What follows belongs to an exercise in optimizing a design on an open flow for small area, a short achievable clock period and few clock cycles; a production flow would make more cautious choices. At most, simulation tests tie the RTL to the original design; equivalence was not proved. No functional check of the RTL was part of runs 3 and 4. Power is estimated from default activity; no workload was simulated.

[flow/run.sh]
#!/bin/bash
# The standard layout (the standard.sh, standard synthesis included), with
# three changes in how it is made:
#  - the ports get plain buffers (buf_1, upsized by repair where timing needs
#    it) in place of the default delay-cell buffers;
#  - the clock tree uses clkbuf_8 and no dummy loads;
#  - timing repair aims for 10.5 ns of setup slack at the design's clock
#    period, so the layout reaches a shorter period than the clock asks for.
# Each tool's full output goes to standard_flow.log in this folder (and ORFS's
# own per-step logs under orfs/logs/).
set -euo pipefail
export BUFFER_PORTS_ARGS="-buffer_cell sky130_fd_sc_hd__buf_1"
export CTS_ARGS="-sink_clustering_enable -repair_clock_nets -buf_list sky130_fd_sc_hd__clkbuf_8 -dont_use_dummy_load"
bash standard.sh SETUP_SLACK_MARGIN=10.5 finish > standard_flow.log 2>&1
[standard.sh]
#!/bin/bash
# synth_recipe.tcl (not shown) runs the flow's synth.tcl, then flattens the netlist and writes it again
# the make line also repeats each setting of config.mk as NAME=value (left out here)
make -C /OpenROAD-flow-scripts/flow DESIGN_CONFIG=/design/flow/config.mk WORK_HOME=/design/flow/orfs CLKGATE_MAP_FILE= SYNTH_SCRIPT=/design/flow/synth_recipe.tcl "${@:-finish}"
[config.mk]
export PLATFORM = sky130hd
export DESIGN_NAME = event_sched_top
export DESIGN_NICKNAME = event_sched_top
export VERILOG_FILES = /design/flow/design.v
export SDC_FILE = /design/flow/constraint.sdc
export NUM_CORES = 8
export LEC_CHECK = 0
export ABC_AREA = 1
export CAP_MARGIN = 20
export CORE_MARGIN = 2
export CORE_UTILIZATION = 40
export CTS_BUF_LIST = sky130_fd_sc_hd__clkbuf_8
export PLACE_DENSITY = 0.85
export SETUP_SLACK_MARGIN = 0.5
export SLEW_MARGIN = 20
[constraint.sdc]
create_clock -name core_clock -period 14.5 [get_ports {clk}]
set_input_delay 2.9000 -clock core_clock [delete_from_list [all_inputs] [get_ports {clk}]]
set_output_delay 2.9000 -clock core_clock [all_outputs]
set_load 0.01 [all_outputs]
[design.v]
`timescale 1ns/1ps
`default_nettype none
package event_sched_pkg;
    localparam int ADDR_W     = 16;
    localparam int COORD_W    = 8;
    localparam int ROW_STRIDE = 256;
    parameter int HALF_WIN    = 2;
    parameter int QUEUE_DEPTH = 16;
    function automatic logic lt8(input logic [7:0] a, input logic [7:0] b);
        logic r;
        r = 1'b0;
        for (int i = 0; i < 8; i++) r = (~a[i] & b[i]) | (~a[i] & r) | (b[i] & r);
        lt8 = r;
    endfunction
    function automatic logic lt16(input logic [15:0] a, input logic [15:0] b);
        logic r;
        r = 1'b0;
        for (int i = 0; i < 16; i++) r = (~a[i] & b[i]) | (~a[i] & r) | (b[i] & r);
        lt16 = r;
    endfunction
endpackage
`default_nettype wire
`timescale 1ns/1ps
`default_nettype none
module todo_lane (
    input  logic       seg_vld,
    input  logic [7:0] seg_top,
    input  logic [7:0] seg_lo,
    input  logic [7:0] seg_hi,
    input  logic [8:0] row,
    input  logic [7:0] col,
    input  logic [7:0] col_inc,
    output logic       act,
    output logic       cont,
    output logic       cov1,
    output logic       later
);
    logic [9:0] d;      
    logic       ge0, eq4, eqm1;
    assign d    = {row[8], row} - {2'b00, seg_top};
    assign ge0  = !d[9];
    assign eq4  = d[2];
    assign eqm1 = (d == 10'h3ff);
    assign act   = seg_vld && ge0 && event_sched_pkg::lt8(col, seg_hi);
    assign cont  = act && !event_sched_pkg::lt8(col_inc, seg_lo);
    assign cov1  = seg_vld && ((ge0 && !eq4) || eqm1);
    assign later = seg_vld && d[9] && !eqm1;
endmodule
`default_nettype wire
`timescale 1ns/1ps
`default_nettype none
module window_picker #(
    parameter int N = 5
) (
    input  logic [N-1:0]   mask,
    input  logic [N*N-1:0] ord,
    output logic [N-1:0]   pick
);
    always_comb begin
        for (int i = 0; i < N; i++) begin
            pick[i] = mask[i];
            for (int j = 0; j < N; j++) begin
                if (j != i && mask[j] && !ord[i*N+j]) pick[i] = 1'b0;
            end
        end
    end
endmodule
`default_nettype wire
`timescale 1ns/1ps
`default_nettype none
module sched_ctrl (
    input  logic [7:0] ev_top,
    input  logic [7:0] ev_lo,
    input  logic       cur_vld,
    input  logic [7:0] cur_top,
    input  logic [7:0] cur_hc,
    output logic       fresh,
    output logic       merge
);
    assign fresh = !cur_vld || event_sched_pkg::lt16({cur_top, cur_hc}, {ev_top, ev_lo});
    assign merge = cur_vld && (ev_top == cur_top)
                   && !event_sched_pkg::lt8(cur_hc + 8'd5, ev_lo);
endmodule
`default_nettype wire
`timescale 1ns/1ps
`default_nettype none
module event_sched_top #(
    parameter int NS = 3
) (
    input  logic        clk,
    input  logic        rst_n,
    input  logic [15:0] event_addr,
    input  logic        event_valid,
    output logic        event_ready,
    output logic [15:0] window_addr,
    output logic        window_valid,
    input  logic        window_ready
);
    localparam int N = NS + 1;
    logic [N-1:0]  seg_vld;
    logic [7:0]    seg_top [N];
    logic [7:0]    seg_lo  [N];
    logic [7:0]    seg_hi  [N];
    logic [NS-1:0] lo_le [NS];
    logic [7:0]    ev_top;   
    logic [7:0]    ev_lo;
    logic          ev_v;     
    logic          multi;    
    logic          rdy;      
    logic [15:0]   pos;      
    logic          wv;
    logic          first;    
    logic          fresh, merge;
    logic          room, consume, open_seg;
    logic [NS-1:0] alloc;
    assign event_ready  = rdy;
    assign window_valid = wv;
    assign window_addr  = pos;
    sched_ctrl sched_ctrl_inst (
        .ev_top(ev_top),
        .ev_lo(ev_lo),
        .cur_vld(seg_vld[NS]),
        .cur_top(seg_top[NS]),
        .cur_hc(seg_hi[NS]),
        .fresh(fresh),
        .merge(merge)
    );
    assign room     = !seg_vld[NS] || !(&seg_vld[NS-1:0]);
    assign consume  = rdy;
    assign open_seg = rdy && fresh && !merge;
    always_comb begin
        alloc = '0;
        for (int s = NS - 1; s >= 0; s--) begin
            if (!seg_vld[s]) alloc = NS'(1) << s;
        end
        if (!(open_seg && seg_vld[NS])) alloc = '0;
    end
    logic [8:0]   R;         
    logic [7:0]   C, R1, C1;
    logic [N-1:0] act, cont, cov1, later;
    logic [N*N-1:0] lo_before;
    logic [N-1:0] pick_in, pick_c1;
    logic [7:0]   ht, hc;
    logic         lo_early;
    assign R  = {first, pos[15:8] | {8{first}}};
    assign C  = pos[7:0];
    assign R1 = R[7:0] + 8'd1;
    assign C1 = C + 8'd1;
    for (genvar s = 0; s < NS; s++) begin : g_seg
        todo_lane todo_lane_inst (
            .seg_vld(seg_vld[s]),
            .seg_top(seg_top[s]),
            .seg_lo(seg_lo[s]),
            .seg_hi(seg_hi[s]),
            .row(R),
            .col(C),
            .col_inc(C1),
            .act(act[s]),
            .cont(cont[s]),
            .cov1(cov1[s]),
            .later(later[s])
        );
    end
    assign ht = seg_top[NS];
    assign hc = seg_hi[NS];
    logic       r_eq, r1_eq, r_lt, r1_lt, c1_lt;
    assign r_eq  = !first && (R[7:0] == ht);
    assign r1_eq = (R1 == ht);
    assign r_lt  = !r_eq;
    assign r1_lt = !r_eq && !r1_eq;
    assign c1_lt = (C1 != hc);    
    assign act[NS]   = seg_vld[NS] && r_eq && c1_lt;
    assign cont[NS]  = act[NS] && !event_sched_pkg::lt8(C1, seg_lo[NS]);
    assign cov1[NS]  = seg_vld[NS] && r1_eq;
    assign later[NS] = seg_vld[NS] && r1_lt;
    assign lo_early = multi;
    logic [NS-1:0] cur_first;
    always_comb begin
        for (int j = 0; j < NS; j++) begin
            cur_first[j] = !event_sched_pkg::lt8(seg_lo[j], seg_lo[NS]);
        end
    end
    always_comb begin
        for (int i = 0; i < N; i++) begin
            for (int j = 0; j < N; j++) begin
                if (i == NS)      lo_before[i*N+j] = (j == NS) ? 1'b0 : cur_first[j];
                else if (j == NS) lo_before[i*N+j] = !cur_first[i];
                else if (i < j)   lo_before[i*N+j] = lo_le[i][j];
                else              lo_before[i*N+j] = !lo_le[j][i];
            end
        end
    end
    window_picker #(.N(N)) pick_in_inst (.mask(act),   .ord(lo_before),  .pick(pick_in));
    window_picker #(.N(N)) pick_c1_inst (.mask(cov1),  .ord(lo_before),  .pick(pick_c1));
    logic        any_act, any_cont, any_c1, any_l;
    logic [7:0]  lo_in, lo_c1;
    logic        early_in, early_c1;
    logic        due;
    logic [15:0] nxt;
    logic        free;     
    logic        skip;     
    assign any_act  = |act;
    assign any_cont = |cont;
    assign any_c1   = |cov1;
    assign any_l    = |later;
    always_comb begin
        lo_in = '0; lo_c1 = '0;
        for (int s = 0; s < N; s++) begin
            lo_in    = lo_in    | ({8{pick_in[s]}} & seg_lo[s]);
            lo_c1    = lo_c1    | ({8{pick_c1[s]}} & seg_lo[s]);
        end
    end
    assign early_in = act[NS] && (!pick_in[NS] || lo_early);
    assign early_c1 = !pick_c1[NS] || lo_early;
    always_comb begin
        if (any_act) begin
            nxt = {R[7:0], any_cont ? C1 : lo_in};
            due = r_lt || (r_eq && (any_cont ? c1_lt : early_in));
        end else if (any_c1) begin
            nxt = {R1, lo_c1};
            due = r1_lt || (r1_eq && early_c1);
        end else begin
            nxt = {R1, 8'hff};
            due = 1'b0;
        end
    end
    assign free = !wv || window_ready;
    assign skip = !any_act && !any_c1 && any_l;
    always_ff @(posedge clk) begin
        ev_top <= event_addr[15:8] - 8'd2;
        ev_lo  <= event_addr[7:0] - 8'd2;
        for (int s = 0; s < NS; s++) begin
            if (alloc[s]) begin
                seg_top[s] <= seg_top[NS];
                seg_lo[s]  <= seg_lo[NS];
                seg_hi[s]  <= seg_hi[NS] + 8'd4;
                for (int j = 0; j < NS; j++) begin
                    if (j < s) lo_le[j][s] <= !cur_first[j];
                    if (j > s) lo_le[s][j] <= cur_first[j];
                end
            end
        end
        if (open_seg) begin
            seg_top[NS] <= ev_top;
            seg_lo[NS]  <= ev_lo;
            multi       <= 1'b0;
        end else if (consume && fresh) begin
            multi       <= 1'b1;
        end
        if (consume && fresh) begin
            seg_hi[NS] <= ev_lo;
        end
        if (free && (due || skip)) begin
            pos <= nxt;
        end
    end
    always_ff @(posedge clk or negedge rst_n) begin
        if (!rst_n) begin
            seg_vld <= '0;
            rdy     <= 1'b0;
            ev_v    <= 1'b0;
            wv      <= 1'b0;
            first   <= 1'b1;
        end else begin
            seg_vld[NS-1:0] <= (seg_vld[NS-1:0] & (act[NS-1:0] | cov1[NS-1:0] | later[NS-1:0]))
                               | alloc;
            if (open_seg) seg_vld[NS] <= 1'b1;
            ev_v <= event_valid && !rdy;
            rdy  <= ev_v && !rdy && (!fresh || merge || room);
            if (free) begin
                wv <= due;
                if (due || skip) first <= 1'b0;
            end
        end
    end
endmodule
`default_nettype wire
==> flow_summary.toml, run 1 <==
[synthesis]
synth_seq_cells = 140
synthTopCellsByArea = "edfxtp_1 (40%), nand2_1 (10%), inv_1 (7.3%)"
async_flop_share = 0.0571
syn-num-nets = 1060
yosysSeqAreaShare = 0.464
synth_cells = 998
netlist_area_mm2 = 0.00862
ys_types = 51
synth_top_area_cell = "edfxtp_1"
synth_edf_count = 115
synth-warning-count = 12
synth-main-ff-cell = "edfxtp_1"
synthDominantCellAreaShare = 0.401
synth_area_per_cell_um2 = 8.63

[setup_path]
crit_path_cell_trace = "buf_1"
critPathMaxStageDelay_ns = 0.48
crit_arrival_ns = 1.11
timing_worst_setup_path_type = "reg -> out"
critical_path.top_delay_family = "flip-flops"
slowest_stage = "edfxtp_1"
worstPathMaxFanout = 2
crit_buf_inv = 1
critPathRequiredTime_ns = 11.60
startpoint_type = "flop"
critPathCaptureType = "primary output"

[finish]
final_common_cell = "nand2_1"
layout_common_cells = "nand2_1 (229), inv_1 (162), edfxtp_1 (115)"
fin_nets = 1139
drive_gt1_frac = 0.106
stdcell_count = 1350
num_antenna_cells = 0
syn_to_final_growth_pct = 11.6

[timing]
tightest_slew_ns = 0.658
fin_crit_ns = 4.01
finalCritPeriodShare = 0.276
clock_skew_ns = 0.0287
tns_ns = 0
rsz0062_at_grt = "yes"
slew_headroom = 0.561
hold_viol_final = 0
max_freq_ghz = 0.250
finalSetupViolCount = 0
drv_slew = 0

[detailed_routing]
ant_nets = 0
dr.pass1.iters = 8
drt_iter0_drc = 882
vias_per_cell = 5.48
drc_errors = 0
vias = 7401
wl_per_cell_um = 16.3
wirelength_um = 22100

[die]
die_area_mm2 = 0.0227
start_util = 0.409
coreArea_mm2 = 0.0211
rows = 53
die_w_um = 151
ioPinCount = 38
die_h_um = 151

[power_and_ir_drop]
p_sw_mw = 0.661
p_sw_frac = 0.426
cellInternalPower_mw = 0.889
peakVddDrop_v = 0.0000582
power_frac_seq = 0.366
powerDensity_mw_per_mm2 = 161
cellLeakagePower_nw = 4.19
comb_power_share = 0.485
p_clk_frac = 0.149

[grt]
grt_max_degree = 25
grt.total_usage = 0.199
grt_first_pass_wirelength_um = 34400
antenna_found_initial = 0
grt_pass1_vias = 6816
grt_overflow = 0

[placed_design]
place_inst = 1305
io_buffers = 37
place_congestion = 0.975
dpl.hpwl_um = 16500

[cts]
cts-root-buf = "clkbuf_8"
cts-buffers-inserted = 17
clock_latency_ns = 0.47
cts.sink_count = 140
clockBufferDepth = 2
cts_tree = "done"
path_clk_slew_ns = 0.06
cts_hold_buf = 0
h-tree-depth = 4

[hold_path]
hp-class = "reg -> reg"

[run_status]
outcome = "timing/DRC/antenna clean"

[job]
cap_violations = 0
[power groups by stage]
| stage | sequential [mW] | combinational (mW) | clock, mW |
|---|---|---|---|
| finish | 0.568 | 0.752 | 0.231 |
| global route | 0.571 | 0.837 | 0.247 |
| CTS | 0.566 | 0.701 | 0.233 |
| detailed placement | 0.581 | 0.667 | 0 |
| global placement | 0.582 | 0.654 | 0 |
| floorplan | 0.565 | 0.499 | 0 |
[synth_stat cells, types with 3 or more instances]
cell,n
nand2_1,230
inv_1,167
edfxtp_1,115
nor2_1,58
o21ai_0,52
o22ai_1,45
a21oi_1,43
xor2_1,40
ha_1,39
nand3_1,34
nor3_1,18
dfxtp_1,17
o21ai_1,13
nand4_1,11
o221ai_1,11
or2_2,9
dfrtp_1,7
inv_2,7
nor2_2,7
nor2_4,7
o21bai_1,7
nor4_1,6
xnor2_1,6
nand4_2,4
o2111ai_1,4
a211oi_1,3
clkbuf_1,3
fa_1,3
nand2_2,3
[cell families after synthesis]
logic type	count (synthesis)	share of synthesized area
and+or+nand+nor	390	0.201
AOI/OAI and AO/OA	196	0.142
buffers and inverters	182	0.0805
DFF	140	0.464
xor gates and xnor gates	46	0.0468
adders and majority gates	44	0.0659
[registers in the layout, indices dropped and copies added, names as in the netlist, 3 cells and up]
register,count
seg_hi,32
seg_lo,32
seg_top,32
pos,16
ev_lo,8
ev_top,8
seg_vld,4
lo_le,3
[final timing paths]
| kind | startpoint | end | slack [ns] | cells past startpoint |
|---|---|---|---|---|
| setup / recovery | pos[6]$_DFFE_PP_ | window_addr[6] | 10.49 | 1 |
| hold / removal | ev_top[1]$_DFF_P_ | seg_top[3][1]$_DFFE_PN_ | 0.47 | 0 |
| setup reg to reg | first$_DFFE_PN1P_ | pos[5]$_DFFE_PP_ | 10.71 | 18 |
| hold reg to reg | ev_top[1]$_DFF_P_ | seg_top[3][1]$_DFFE_PN_ | 0.47 | 0 |
| max in group asynchronous | rst_n | rdy$_DFF_PN0_ | 11.61 | 1 |
| min in group asynchronous | rst_n | ev_v$_DFF_PN0_ | 2.44 | 1 |
[stage by stage]
stage	setup slack (ns)	hold WS [ns]	instance area, µm²	utilization	total power [mW]
floorplan	10.70	0.426	8620	-	1.06
global route	10.48	0.485	9610	0.456	1.66
detailed placement	9.68	0.452	9080	0.430	1.25
global placement	9.89	0.444	9080	0.430	1.24
finish	10.49	0.467	9610	0.456	1.55
CTS	10.43	0.467	9460	0.448	1.50
[metal layers]
layer / GRT usage / vias to the layer above / wire length, µm
met2: 0.316 / 364 / 10100
li1: - / 3527 / -
met4: 0.0790 / 0 / 594
met1: 0.268 / 3454 / 9340
met5: 0 / - / 0
met3: 0.0382 / 56 / 2010
[cell type report]
class | instances | area (µm²)
inverters | 176 | 674
repair buffers | 66 | 365
clock buffers | 17 | 234
fillers | 2030 | 11500
well taps | 275 | 344
multi-input cells | 676 | 4000
flip-flops and latches | 140 | 4000
[timing repair]
| action | 4_1_cts | 5_1_grt |
|---|---|---|
| pin swaps | 1 | 7 |
| setup buffers | 16 | 12 |
| cloned | 0 | 0 |
| setup endpoints to repair | 61 | 54 |
| resized for setup | 6 | 17 |
Testbench counts, summed over its fixed seeds: cycles 16,712.
==> run 2: changes to the inputs <==
--- a/flow/run.sh
+++ b/flow/run.sh
@@ -11,4 +11,4 @@
 set -euo pipefail
 export BUFFER_PORTS_ARGS="-buffer_cell sky130_fd_sc_hd__buf_1"
-export CTS_ARGS="-sink_clustering_enable -repair_clock_nets -buf_list sky130_fd_sc_hd__clkbuf_8 -dont_use_dummy_load"
+export CTS_ARGS="-sink_clustering_enable -repair_clock_nets -root_buf sky130_fd_sc_hd__clkbuf_8 -buf_list {sky130_fd_sc_hd__clkbuf_4 sky130_fd_sc_hd__clkbuf_8} -dont_use_dummy_load"
 bash standard.sh SETUP_SLACK_MARGIN=10.5 finish > standard_flow.log 2>&1
==> run 2 against run 1 <==
Compared with the run above:
- first-iteration DRC count is the same
- clock power barely moved
- worst setup slack unchanged
- fmax did not move
- highest routed layer unchanged
- non-clock buffer count stayed put
- cell area stayed put
- critical path depth unchanged
- power is the same
- sequential power is essentially flat
- die area is the same
- critical endpoint unchanged
==> flow_summary.toml, run 2 <==
[timing]
hold_viol_final = 0
finalSetupViolCount = 0
drv_slew = 0
slew_headroom = 0.561
finalCritPeriodShare = 0.276
clock_skew_ns = 0.0287
fin_crit_ns = 4.01
tightest_slew_ns = 0.658
tns_ns = 0
max_freq_ghz = 0.250
rsz0062_at_grt = "yes"

[synthesis]
synthTopCellsByCount = "nand2_1 (230), inv_1 (167), edfxtp_1 (115)"
synth.most_common_cell = "nand2_1"
syn-num-nets = 1060
synthSimpleGateAreaFrac = 0.201
synthTopCellsByArea = "edfxtp_1 (40%), nand2_1 (10%), inv_1 (7.3%)"
synth_fa_ha_area_frac = 0.0659
synth_top_area_cell = "edfxtp_1"
synth-warning-count = 12
async_flop_share = 0.0571
synthDominantCellAreaShare = 0.401
synth_compound_area_frac = 0.142
ys_types = 51
synth-main-ff-cell = "edfxtp_1"
synth_area_per_cell_um2 = 8.63
synth_cells = 998
synth_xor_area_frac = 0.0468
synth_edf_count = 115
netlist_area_mm2 = 0.00862
synth_seq_cells = 140
yosysSeqAreaShare = 0.464
synth_top_family_by_area = "simple AND/OR/NAND/NOR gates"
muxShareOfSynthArea = 0

[setup_path]
worstPathMaxFanout = 2
critPathRequiredTime_ns = 11.60
crit_path_cell_trace = "buf_1"
critPathCaptureType = "primary output"
crit_buf_inv = 1
slowest_stage = "edfxtp_1"
timing_worst_setup_path_type = "reg -> out"
critPathMaxStageDelay_ns = 0.48
startpoint = "pos[6]$_DFFE_PP_"
crit_arrival_ns = 1.11
r2r_start = "first$_DFFE_PN1P_"
critical_path.top_delay_family = "flip-flops"
startpoint_type = "flop"

[finish]
postLayoutCoreUtil = 0.456
fin_nets = 1139
drive_gt1_frac = 0.106
num_antenna_cells = 0
final_common_cell = "nand2_1"
layout_common_cells = "nand2_1 (229), inv_1 (162), edfxtp_1 (115)"
stdcell_count = 1350
reg_top3 = "seg_hi (32), seg_lo (32), seg_top (32)"
multi_input_area_mm2 = 0.00400
register_area_mm2 = 0.00400
syn_to_final_growth_pct = 11.6
nFillCells = 2030

[run_status]
outcome = "timing/DRC/antenna clean"

[detailed_routing]
drt_iter0_drc = 882
ant_nets = 0
wirelength_um = 22100
drc_errors = 0
vias_per_cell = 5.48
wl_per_cell_um = 16.3
vias = 7401
dr.pass1.iters = 8

[placed_design]
io_buffers = 37
dpl.hpwl_um = 16500
place_congestion = 0.975
place_inst = 1305

[power_and_ir_drop]
cellLeakagePower_nw = 4.19
powerDensity_mw_per_mm2 = 161
total_power_mw = 1.55
peakVddDrop_v = 0.0000582

[grt]
antenna_found_initial = 0
grt.total_usage = 0.199
grt_overflow = 0
grt_first_pass_wirelength_um = 34400
grt_max_degree = 25
grt_pass1_vias = 6816

[cts]
cts-root-buf = "clkbuf_8"
path_clk_slew_ns = 0.06
cts_hold_buf = 0
cts_tree = "done"
clockBufferDepth = 2
clock_latency_ns = 0.47
h-tree-depth = 4
cts-buffers-inserted = 17
cts.sink_count = 140

[die]
rows = 53
die_w_um = 151
coreArea_mm2 = 0.0211
die_h_um = 151
start_util = 0.409
ioPinCount = 38
die_area_mm2 = 0.0227

[hold_path]
hp-class = "reg -> reg"
hold_start = "ev_top[1]$_DFF_P_"

[job]
cap_violations = 0
-- run 2: final cells by class --
class                   count  share of cell area
clock buffers              17              0.0243
multi-input cells         676               0.416
well taps                 275              0.0358
inverters                 176              0.0701
repair buffers             66              0.0380
flip-flops and latches    140               0.416
-- run 2: power by group --
part,switching [mW],internal [mW]
Clock,0.128,0.103
Sequential,0.0526,0.515
Combinational,0.481,0.271
Total,0.661,0.889
-- run 2: kinds of logic (layout without fill, tap and decap cells) --
family,Yosys count,in the layout
and+or+nand+nor,390,390
buffers and inverters,182,259
AOI/OAI and AO/OA,196,196
adders and majority gates,44,44
DFF,140,140
xor gates and xnor gates,46,46
-- run 2: per-layer routing --
metal | wire (µm) | global-route usage
met1 | 9340 | 0.268
met2 | 10100 | 0.316
met3 | 2010 | 0.0382
met4 | 594 | 0.0790
met5 | 0 | 0
-- run 2: worst register-to-register path: stages (launching register included) --
cell,delay (ns)
dfstp_4,0.70
nor2_4,0.09
ha_2,0.20
fa_1,0.46
nor2_1,0.11
nand2_1,0.07
a221oi_2,0.17
nand2_1,0.10
nor4_2,0.17
o2111ai_2,0.20
a21oi_4,0.26
buf_4,0.15
inv_1,0.05
o21ai_1,0.26
nor2_2,0.16
nand2_1,0.08
o21ai_0,0.07
nor3_1,0.17
a21oi_1,0.06
-- run 2: worst paths after layout --
kind | cells past startpoint | to | slack, ns
worst max-delay path | 1 | window_addr[6] | 10.49
worst min-delay path | 0 | seg_top[3][1]$_DFFE_PN_ | 0.47
worst max register to register | 18 | pos[5]$_DFFE_PP_ | 10.71
worst min register to register | 0 | seg_top[3][1]$_DFFE_PN_ | 0.47
max in group asynchronous | 1 | rdy$_DFF_PN0_ | 11.61
min in group asynchronous | 1 | ev_v$_DFF_PN0_ | 2.44
-- run 2: repair_timing --
| item | 4_1_cts | 5_1_grt |
|---|---|---|
| gates resized for setup | 6 | 17 |
| setup buffers | 16 | 12 |
| endpoints found under the setup margin | 61 | 54 |
| pin swaps | 1 | 7 |
-- run 2: per-stage QoR --
step | setup slack, ns | instance area, µm² | hold slack, ns
floorplan | 10.70 | 8620 | 0.426
global placement | 9.89 | 9080 | 0.444
detailed placement | 9.68 | 9080 | 0.452
CTS | 10.43 | 9460 | 0.467
global route | 10.48 | 9610 | 0.485
finish | 10.49 | 9610 | 0.467
==> run 3: changes to the inputs <==
--- a/design.v
+++ b/design.v
@@ -29,4 +29,5 @@
     input  logic [7:0] seg_hi,
     input  logic [8:0] row,
+    input  logic [7:0] row_inc,
     input  logic [7:0] col,
     input  logic [7:0] col_inc,
@@ -36,14 +37,16 @@
     output logic       later
 );
-    logic [9:0] d;      
-    logic       ge0, eq4, eqm1;
-    assign d    = {row[8], row} - {2'b00, seg_top};
-    assign ge0  = !d[9];
-    assign eq4  = d[2];
-    assign eqm1 = (d == 10'h3ff);
+    logic       ge0;     
+    logic       eqm1;    
+    logic       eq4;     
+    logic [2:0] dlo;
+    assign ge0  = !row[8] && !event_sched_pkg::lt8(row[7:0], seg_top);
+    assign eqm1 = (row_inc == seg_top);
+    assign dlo  = row[2:0] - seg_top[2:0];
+    assign eq4  = dlo[2];
     assign act   = seg_vld && ge0 && event_sched_pkg::lt8(col, seg_hi);
     assign cont  = act && !event_sched_pkg::lt8(col_inc, seg_lo);
     assign cov1  = seg_vld && ((ge0 && !eq4) || eqm1);
-    assign later = seg_vld && d[9] && !eqm1;
+    assign later = seg_vld && !ge0 && !eqm1;
 endmodule
 `default_nettype wire
@@ -154,4 +157,5 @@
             .seg_hi(seg_hi[s]),
             .row(R),
+            .row_inc(R1),
             .col(C),
             .col_inc(C1),
==> flow/run.sh (replaced) <==
#!/bin/bash
# The standard layout (the standard.sh, standard synthesis included), with
# three changes in how it is made:
#  - the ports get plain buffers (buf_1, upsized by repair where timing needs
#    it) in place of the default delay-cell buffers;
#  - the clock tree uses clkbuf_8 and no dummy loads;
#  - timing repair aims for 10.4 ns of setup slack at the design's clock
#    period, so the layout reaches a shorter period than the clock asks for.
# Each tool's full output goes to standard_flow.log in this folder (and ORFS's
# own per-step logs under orfs/logs/).
set -euo pipefail
export BUFFER_PORTS_ARGS="-buffer_cell sky130_fd_sc_hd__buf_1"
export CTS_ARGS="-sink_clustering_enable -repair_clock_nets -buf_list sky130_fd_sc_hd__clkbuf_8 -dont_use_dummy_load"
bash standard.sh SETUP_SLACK_MARGIN=10.4 finish > standard_flow.log 2>&1
==> run 3 against run 2 <==
Compared with the run above:
- sequential power is 2% higher
- critical path type unchanged
- area after synthesis is 0.42% higher
- largest power group unchanged
- global-route usage is 1.4 points higher
- register-to-register slack worse by 0.02 ns
- cell count increased by 3.5%
==> flow_summary.toml, run 3 <==
[setup_path]
critPathRequiredTime_ns = 11.60
worstPathMaxFanout = 5
startpoint = "pos[6]$_DFFE_PP_"
critPathMaxStageDelay_ns = 0.53
rr_worst_depth = 23
timing_worst_setup_path_type = "reg -> out"
startpoint_type = "flop"
ff2ff_setup_slack_ns = 10.69
r2r_start = "first$_DFFE_PN1P_"
critPathCaptureType = "primary output"
critical_path.top_delay_family = "flip-flops"
crit_cells = 1
crit_path_cell_trace = "buf_1"
crit_arrival_ns = 1.18
r2r_end = "pos[13]$_DFFE_PP_"
endpoint = "window_addr[6]"
slowest_stage = "edfxtp_1"
crit_buf_inv = 1

[synthesis]
netlist_area_mm2 = 0.00865
syn-num-nets = 1110
yosysSeqAreaShare = 0.462
synth_top_area_cell = "edfxtp_1"
synth-main-ff-cell = "edfxtp_1"
synthTopCellsByCount = "nand2_1 (248), inv_1 (173), edfxtp_1 (115)"
synth-warning-count = 12
async_flop_share = 0.0571
synth_seq_cells = 140
ys_types = 46
synth.most_common_cell = "nand2_1"
synth_edf_count = 115
synthTopCellsByArea = "edfxtp_1 (40%), nand2_1 (11%), inv_1 (7.5%)"
synth_area_per_cell_um2 = 8.16
synth_cells = 1060
synthDominantCellAreaShare = 0.399

[timing]
worst_slack_ns = 10.42
slew_headroom = 0.385
drv_slew = 0
rsz0062_at_grt = "yes"
clock_skew_ns = 0.0203
tns_ns = 0
max_freq_ghz = 0.245
hold_slack_ns = 0.452
finalSetupViolCount = 0
fin_crit_ns = 4.08
finalCritPeriodShare = 0.281
tightest_slew_ns = 0.923
hold_viol_final = 0

[run_status]
outcome = "timing/DRC/antenna clean"

[hold_path]
hp-class = "reg -> reg"
hold_depth = 0
hold_start = "ev_top[1]$_DFF_P_"

[grt]
grt.total_usage = 0.212
grt_pass1_vias = 7133
grt_first_pass_wirelength_um = 37000
grt_max_degree = 25
antenna_found_initial = 0
grt_overflow = 0

[finish]
nFillCells = 2000
reg_top3 = "seg_hi (32), seg_lo (32), seg_top (32)"
syn_to_final_growth_pct = 9.99
drive_gt1_frac = 0.0677
fin_nets = 1174
fin_area_mm2 = 0.00952
num_antenna_cells = 0
final_common_cell = "nand2_1"
layout_common_cells = "nand2_1 (247), inv_1 (168), edfxtp_1 (115)"

[detailed_routing]
vias_per_cell = 5.54
drc_errors = 0
wirelength_um = 23500
vias = 7737
ant_nets = 0
wl_per_cell_um = 16.8
drt_iter0_drc = 978
dr.pass1.iters = 6

[cts]
cts-buffers-inserted = 17
cts-root-buf = "clkbuf_8"
path_clk_slew_ns = 0.06
clockBufferDepth = 2
h-tree-depth = 4
clock_latency_ns = 0.47
cts_hold_buf = 0
cts.sink_count = 140
cts_tree = "done"

[die]
die_w_um = 151
coreArea_mm2 = 0.0212
die_area_mm2 = 0.0228
rows = 53
ioPinCount = 38
die_h_um = 151
start_util = 0.409

[power_and_ir_drop]
total_power_mw = 1.53
peakVddDrop_v = 0.0000649
cellLeakagePower_nw = 4.06
powerDensity_mw_per_mm2 = 161

[placed_design]
dpl-instance-area_mm2 = 0.00910
io_buffers = 37
place_congestion = 1.03
dpl.hpwl_um = 18000
dp_slack_ns = 9.98

[job]
cap_violations = 0
run 3: cell types whose count changed after synthesis, moves of 9 or more:
cell / delta
xor2_1: -11
o21ai_0: +24
nand4_1: +22
ha_1: -9
nor2_1: +25
nand2_1: +18
run 3: how the worst min path moves through the flow:
stage | endpoint | slack [ns]
2_1_floorplan | seg_hi[3][1]$_DFFE_PP_ | 0.43
3_3_place_gp | seg_top[3][5]$_DFFE_PN_ | 0.44
3_5_place_dp | seg_top[3][1]$_DFFE_PN_ | 0.44
4_1_cts | seg_top[3][1]$_DFFE_PN_ | 0.45
5_1_grt | seg_top[3][3]$_DFFE_PN_ | 0.49
6_report | seg_top[3][1]$_DFFE_PN_ | 0.45
run 3: area by class of cell:
type	instances	area, µm²	share of cell area
clock buffers	17	234	0.0246
inverters	179	691	0.0726
multi-input cells	734	4000	0.420
flip-flops and latches	140	4000	0.420
well taps	275	344	0.0362
repair buffers	51	244	0.0256
repair inverters	1	7.51	0.000789
run 3: what timing repair did:
item / 4_1_cts / 5_1_grt
cloned: 1 / 0
resized for setup: 6 / 10
endpoints found under the setup margin: 43 / 99
pin swaps: 0 / 2
setup buffers: 2 / 12
run 3: logic make-up after synthesis:
logic type	share of synthesized area
buf+inv	0.0816
compound gates	0.138
simple gates	0.232
xor+xnor	0.0412
flops	0.462
fa+ha+maj	0.0457
run 3: stage by stage:
step / std cells / utilization
floorplan: 1060 / -
global placement: 1365 / 0.430
detailed placement: 1365 / 0.430
CTS: 1385 / 0.443
global route: 1397 / 0.450
finish: 1397 / 0.450
run 3: per-layer routing:
metal	wire, µm	global-route usage	up-vias
met2	10300	0.318	424
met1	10300	0.299	3561
met3	2360	0.0533	51
li1	-	-	3701
met5	0	0	-
met4	609	0.0748	0
run 3: where the power goes:
part           leakage, nW  internal, mW  switching [mW]
combinational         2.65         0.234           0.487
sequential            1.29         0.518          0.0615
clock                0.122         0.103           0.129
total                 4.06         0.855           0.678
==> run 4: changes to the inputs <==
--- a/design.v
+++ b/design.v
@@ -29,5 +29,4 @@
     input  logic [7:0] seg_hi,
     input  logic [8:0] row,
-    input  logic [7:0] row_inc,
     input  logic [7:0] col,
     input  logic [7:0] col_inc,
@@ -37,16 +36,14 @@
     output logic       later
 );
-    logic       ge0;     
-    logic       eqm1;    
-    logic       eq4;     
-    logic [2:0] dlo;
-    assign ge0  = !row[8] && !event_sched_pkg::lt8(row[7:0], seg_top);
-    assign eqm1 = (row_inc == seg_top);
-    assign dlo  = row[2:0] - seg_top[2:0];
-    assign eq4  = dlo[2];
+    logic [9:0] d;      
+    logic       ge0, eq4, eqm1;
+    assign d    = {row[8], row} - {2'b00, seg_top};
+    assign ge0  = !d[9];
+    assign eq4  = d[2];
+    assign eqm1 = (d == 10'h3ff);
     assign act   = seg_vld && ge0 && event_sched_pkg::lt8(col, seg_hi);
     assign cont  = act && !event_sched_pkg::lt8(col_inc, seg_lo);
     assign cov1  = seg_vld && ((ge0 && !eq4) || eqm1);
-    assign later = seg_vld && !ge0 && !eqm1;
+    assign later = seg_vld && d[9] && !eqm1;
 endmodule
 `default_nettype wire
@@ -73,15 +70,24 @@
 `default_nettype none
 module sched_ctrl (
-    input  logic [7:0] ev_top,
-    input  logic [7:0] ev_lo,
-    input  logic       cur_vld,
-    input  logic [7:0] cur_top,
-    input  logic [7:0] cur_hc,
-    output logic       fresh,
-    output logic       merge
-);
-    assign fresh = !cur_vld || event_sched_pkg::lt16({cur_top, cur_hc}, {ev_top, ev_lo});
-    assign merge = cur_vld && (ev_top == cur_top)
-                   && !event_sched_pkg::lt8(cur_hc + 8'd5, ev_lo);
+    input  logic [15:0] event_addr,
+    input  logic [7:0]  cur_top,
+    input  logic [7:0]  cur_hc,
+    output logic        row_gt,
+    output logic        row_eq,
+    output logic        col_gt,
+    output logic        col_near
+);
+    logic [7:0] ev_row, ev_col;
+    logic [7:0] last_row, last_col;
+    logic [8:0] near_lim;
+    assign ev_row   = event_addr[15:8];
+    assign ev_col   = event_addr[7:0];
+    assign last_row = cur_top + 8'd2;
+    assign last_col = cur_hc + 8'd2;
+    assign near_lim = {1'b0, last_col} + 9'd5;
+    assign row_gt   = event_sched_pkg::lt8(last_row, ev_row);
+    assign row_eq   = (ev_row == last_row);
+    assign col_gt   = event_sched_pkg::lt8(last_col, ev_col);
+    assign col_near = !near_lim[8] ? !event_sched_pkg::lt8(near_lim[7:0], ev_col) : 1'b1;
 endmodule
 `default_nettype wire
@@ -109,4 +115,6 @@
     logic [7:0]    ev_lo;
     logic          ev_v;     
+    logic          row_gt, row_eq, col_gt, col_near;
+    logic          row_gt_q, row_eq_q, col_gt_q, col_near_q;
     logic          multi;    
     logic          rdy;      
@@ -120,13 +128,17 @@
     assign window_valid = wv;
     assign window_addr  = pos;
+    assign ev_top = event_addr[15:8] - 8'd2;
+    assign ev_lo  = event_addr[7:0] - 8'd2;
     sched_ctrl sched_ctrl_inst (
-        .ev_top(ev_top),
-        .ev_lo(ev_lo),
-        .cur_vld(seg_vld[NS]),
+        .event_addr(event_addr),
         .cur_top(seg_top[NS]),
         .cur_hc(seg_hi[NS]),
-        .fresh(fresh),
-        .merge(merge)
+        .row_gt(row_gt),
+        .row_eq(row_eq),
+        .col_gt(col_gt),
+        .col_near(col_near)
     );
+    assign fresh = !seg_vld[NS] || row_gt_q || (row_eq_q && col_gt_q);
+    assign merge = seg_vld[NS] && row_eq_q && col_near_q;    
     assign room     = !seg_vld[NS] || !(&seg_vld[NS-1:0]);
     assign consume  = rdy;
@@ -157,5 +169,4 @@
             .seg_hi(seg_hi[s]),
             .row(R),
-            .row_inc(R1),
             .col(C),
             .col_inc(C1),
@@ -232,6 +243,8 @@
     assign skip = !any_act && !any_c1 && any_l;
     always_ff @(posedge clk) begin
-        ev_top <= event_addr[15:8] - 8'd2;
-        ev_lo  <= event_addr[7:0] - 8'd2;
+        row_gt_q   <= row_gt;
+        row_eq_q   <= row_eq;
+        col_gt_q   <= col_gt;
+        col_near_q <= col_near;
         for (int s = 0; s < NS; s++) begin
             if (alloc[s]) begin
--- a/flow/run.sh
+++ b/flow/run.sh
@@ -5,5 +5,5 @@
 #    it) in place of the default delay-cell buffers;
 #  - the clock tree uses clkbuf_8 and no dummy loads;
-#  - timing repair aims for 10.4 ns of setup slack at the design's clock
+#  - timing repair aims for 10.5 ns of setup slack at the design's clock
 #    period, so the layout reaches a shorter period than the clock asks for.
 # Each tool's full output goes to standard_flow.log in this folder (and ORFS's
@@ -12,3 +12,3 @@
 export BUFFER_PORTS_ARGS="-buffer_cell sky130_fd_sc_hd__buf_1"
 export CTS_ARGS="-sink_clustering_enable -repair_clock_nets -buf_list sky130_fd_sc_hd__clkbuf_8 -dont_use_dummy_load"
-bash standard.sh SETUP_SLACK_MARGIN=10.4 finish > standard_flow.log 2>&1
+bash standard.sh SETUP_SLACK_MARGIN=10.5 finish > standard_flow.log 2>&1
==> run 4 against run 3 <==
Compared with the run above:
- still clean on timing, DRC and antenna
- sequential share of layout area shrank 4.4 points
- global-route usage grew 0.67 points
- clock power is essentially flat
- count of clock-buffer cells in the layout is the same
- fmax grew 1.1%
- clock skew grew 0.011 ns
- critical path depth is the same
- critical path type unchanged
- highest routed layer unchanged
==> flow_summary.toml, run 4 <==
[run_status]
outcome = "timing/DRC/antenna clean"

[power_and_ir_drop]
p_clk_frac = 0.140
peakVddDrop_v = 0.0000784
cellInternalPower_mw = 0.886
comb_power_share = 0.534
total_power_mw = 1.65
powerDensity_mw_per_mm2 = 165
p_sw_mw = 0.764
p_sw_frac = 0.463
cellLeakagePower_nw = 4.60
power_frac_seq = 0.326

[die]
coreArea_mm2 = 0.0224
die_w_um = 154
rows = 55
ioPinCount = 38
die_area_mm2 = 0.0238
start_util = 0.403
die_h_um = 154

[synthesis]
synthDominantCellAreaShare = 0.382
ys_types = 51
syn-num-nets = 1221
synth-warning-count = 12
synthTopCellsByCount = "nand2_1 (362), inv_1 (196), edfxtp_1 (115)"
synth_cells = 1157
async_flop_share = 0.0625
synth.most_common_cell = "nand2_1"
synth_area_per_cell_um2 = 7.82
synthTopCellsByArea = "edfxtp_1 (38%), nand2_1 (15%), inv_1 (8.1%)"
synth-main-ff-cell = "edfxtp_1"
synth_seq_cells = 128
synth_edf_count = 115
yosysSeqAreaShare = 0.415
synth_top_area_cell = "edfxtp_1"
netlist_area_mm2 = 0.00905

[finish]
drive_gt1_frac = 0.0938
num_antenna_cells = 0
syn_to_final_growth_pct = 10.4
reg_top3 = "seg_hi (32), seg_lo (32), seg_top (32)"
fin_nets = 1292
final_common_cell = "nand2_1"
layout_common_cells = "nand2_1 (360), inv_1 (193), edfxtp_1 (115)"

[timing]
tightest_slew_ns = 1.08
worst_slack_ns = 10.47
fin_crit_ns = 4.03
slew_headroom = 0.276
tns_ns = 0
max_freq_ghz = 0.248
clock_skew_ns = 0.0317
finalCritPeriodShare = 0.278
drv_slew = 0
rsz0062_at_grt = "yes"
hold_viol_final = 0
finalSetupViolCount = 0

[grt]
grt_max_degree = 22
grt.total_usage = 0.219
grt_first_pass_wirelength_um = 40600
grt_pass1_vias = 7777
antenna_found_initial = 0
grt_overflow = 0

[cts]
cts_tree = "done"
cts-root-buf = "clkbuf_8"
path_clk_slew_ns = 0.07
cts_hold_buf = 0
clockBufferDepth = 2
cts-buffers-inserted = 17
clock_latency_ns = 0.47
cts.sink_count = 128
h-tree-depth = 4

[detailed_routing]
drc_errors = 0
vias_per_cell = 5.42
wl_per_cell_um = 17.0
ant_nets = 0
wirelength_um = 25800
dr.pass1.iters = 6
drt_iter0_drc = 1063
vias = 8192

[setup_path]
startpoint_type = "flop"
crit_cells = 1
startpoint = "pos[0]$_DFFE_PP_"
r2r_start = "first$_DFFE_PN1P_"
critPathRequiredTime_ns = 11.60
crit_path_cell_trace = "clkbuf_2"
crit_arrival_ns = 1.13
critPathMaxStageDelay_ns = 0.49
slowest_stage = "edfxtp_1"
timing_worst_setup_path_type = "reg -> out"
critPathCaptureType = "primary output"
critical_path.top_delay_family = "flip-flops"
worstPathMaxFanout = 2
endpoint = "window_addr[0]"
r2r_end = "pos[6]$_DFFE_PP_"
rr_worst_depth = 18
crit_buf_inv = 1
ff2ff_setup_slack_ns = 10.67

[placed_design]
dpl.hpwl_um = 19300
io_buffers = 37
place_congestion = 0.968
dp_slack_ns = 9.92

[hold_path]
hp-class = "reg -> reg"

[job]
cap_violations = 0
run 4: cell count changes in the layout (fill, tap and decap cells not counted), moves of 17 or more:
cell     before  now
nor2_1       81   60
o21ai_0      76   47
nand2_1     247  360
a21oi_1      47   30
nand3_1      40   59
inv_1       168  193
run 4: worst min-delay path by stage:
stage                   start        endpoint  slack, ns  cells after the start
2_1_floorplan  ev_v$_DFF_PN0_   rdy$_DFF_PN0_       0.44                      2
3_3_place_gp    rdy$_DFF_PN0_  ev_v$_DFF_PN0_       0.44                      1
3_5_place_dp    rdy$_DFF_PN0_  ev_v$_DFF_PN0_       0.45                      1
4_1_cts         rdy$_DFF_PN0_  ev_v$_DFF_PN0_       0.46                      1
5_1_grt         rdy$_DFF_PN0_  ev_v$_DFF_PN0_       0.48                      1
6_report        rdy$_DFF_PN0_  ev_v$_DFF_PN0_       0.45                      1
run 4: per-layer routing:
metal  vias to the layer above  part of all wire  GRT usage
met5                         -                 0          0
met1                      3753              0.41      0.280
li1                       3940                 -          -
met3                        65             0.090     0.0549
met4                         0             0.032     0.0996
met2                       434              0.47      0.352
run 4: layout make-up:
| class | count | area, µm² |
|---|---|---|
| fillers | 2219 | 12400 |
| multi-input cells | 814 | 4510 |
| flip-flops and latches | 128 | 3760 |
| inverters | 205 | 778 |
| well taps | 285 | 357 |
| repair buffers | 62 | 345 |
| clock buffers | 17 | 234 |
run 4: power by group through the flow:
stage	Combinational, mW	Clock, mW	Sequential (mW)
finish	0.881	0.232	0.537
global route	0.983	0.248	0.540
CTS	0.851	0.234	0.535
detailed placement	0.786	0	0.563
global placement	0.768	0	0.562
floorplan	0.588	0	0.537
run 4: what timing repair did:
item                                    4_1_cts  5_1_grt
gates resized for setup                       6       17
buffers inserted                             16        6
endpoints found under the setup margin       33       32
pin swaps                                     0        4
run 4: cells by family after synthesis:
family,synth area share
DFF,0.415
buffers and inverters,0.0928
AOI/OAI and AO/OA,0.0978
xor gates and xnor gates,0.0467
and+or+nand+nor,0.281
adders and majority gates,0.0667
run 4: through the flow:
stage          instances  utilization  hold WS [ns]  cell area, µm²
2_1_floorplan       1157            -         0.443            9050
6_report            1511        0.445         0.452            9990
3_3_place_gp        1472        0.424         0.439            9510
4_1_cts             1505        0.441         0.464            9900
5_1_grt             1511        0.445         0.484            9990
3_5_place_dp        1472        0.424         0.447            9510

static timing again, ports no longer ideal:
How much do the figures lean on ideal ports? The routed layouts below were timed once more, with nothing changed but the port constraints. Step 1: set_driving_cell puts a clkbuf_16 on clk and a buf_2 on each other input, an assumption about the parent block. Step 2 times the ports against the registers' clock, not the clock port: input delays grow and output delays shrink by t, the midpoint of the rising clock arrivals with the driver on. Slacks: ideal ports / drivers / drivers and shift; pairs: ideal ports / drivers.
run | t (ns) | setup WS [ns] | worst hold slack (ns) | clock arrival spread, ns | pins driven straight from the clock port
run 1 | 0.495 | 10.492 / 10.456 / 10.710 | 0.467 / 0.467 / 0.467 | 0.029 / 0.028 | 1
run 2 | 0.495 | 10.492 / 10.456 / 10.710 | 0.467 / 0.467 / 0.467 | 0.029 / 0.028 | 1
run 3 | 0.497 | 10.423 / 10.382 / 10.692 | 0.452 / 0.452 / 0.452 | 0.020 / 0.020 | 1
run 4 | 0.494 | 10.467 / 10.426 / 10.162 | 0.452 / 0.452 / 0.452 | 0.033 / 0.033 | 1
After both steps every run listed still meets setup and hold. The setup slack of run 4, which loses most, moves by -0.041 ns with the drivers and by -0.305 ns with both steps.
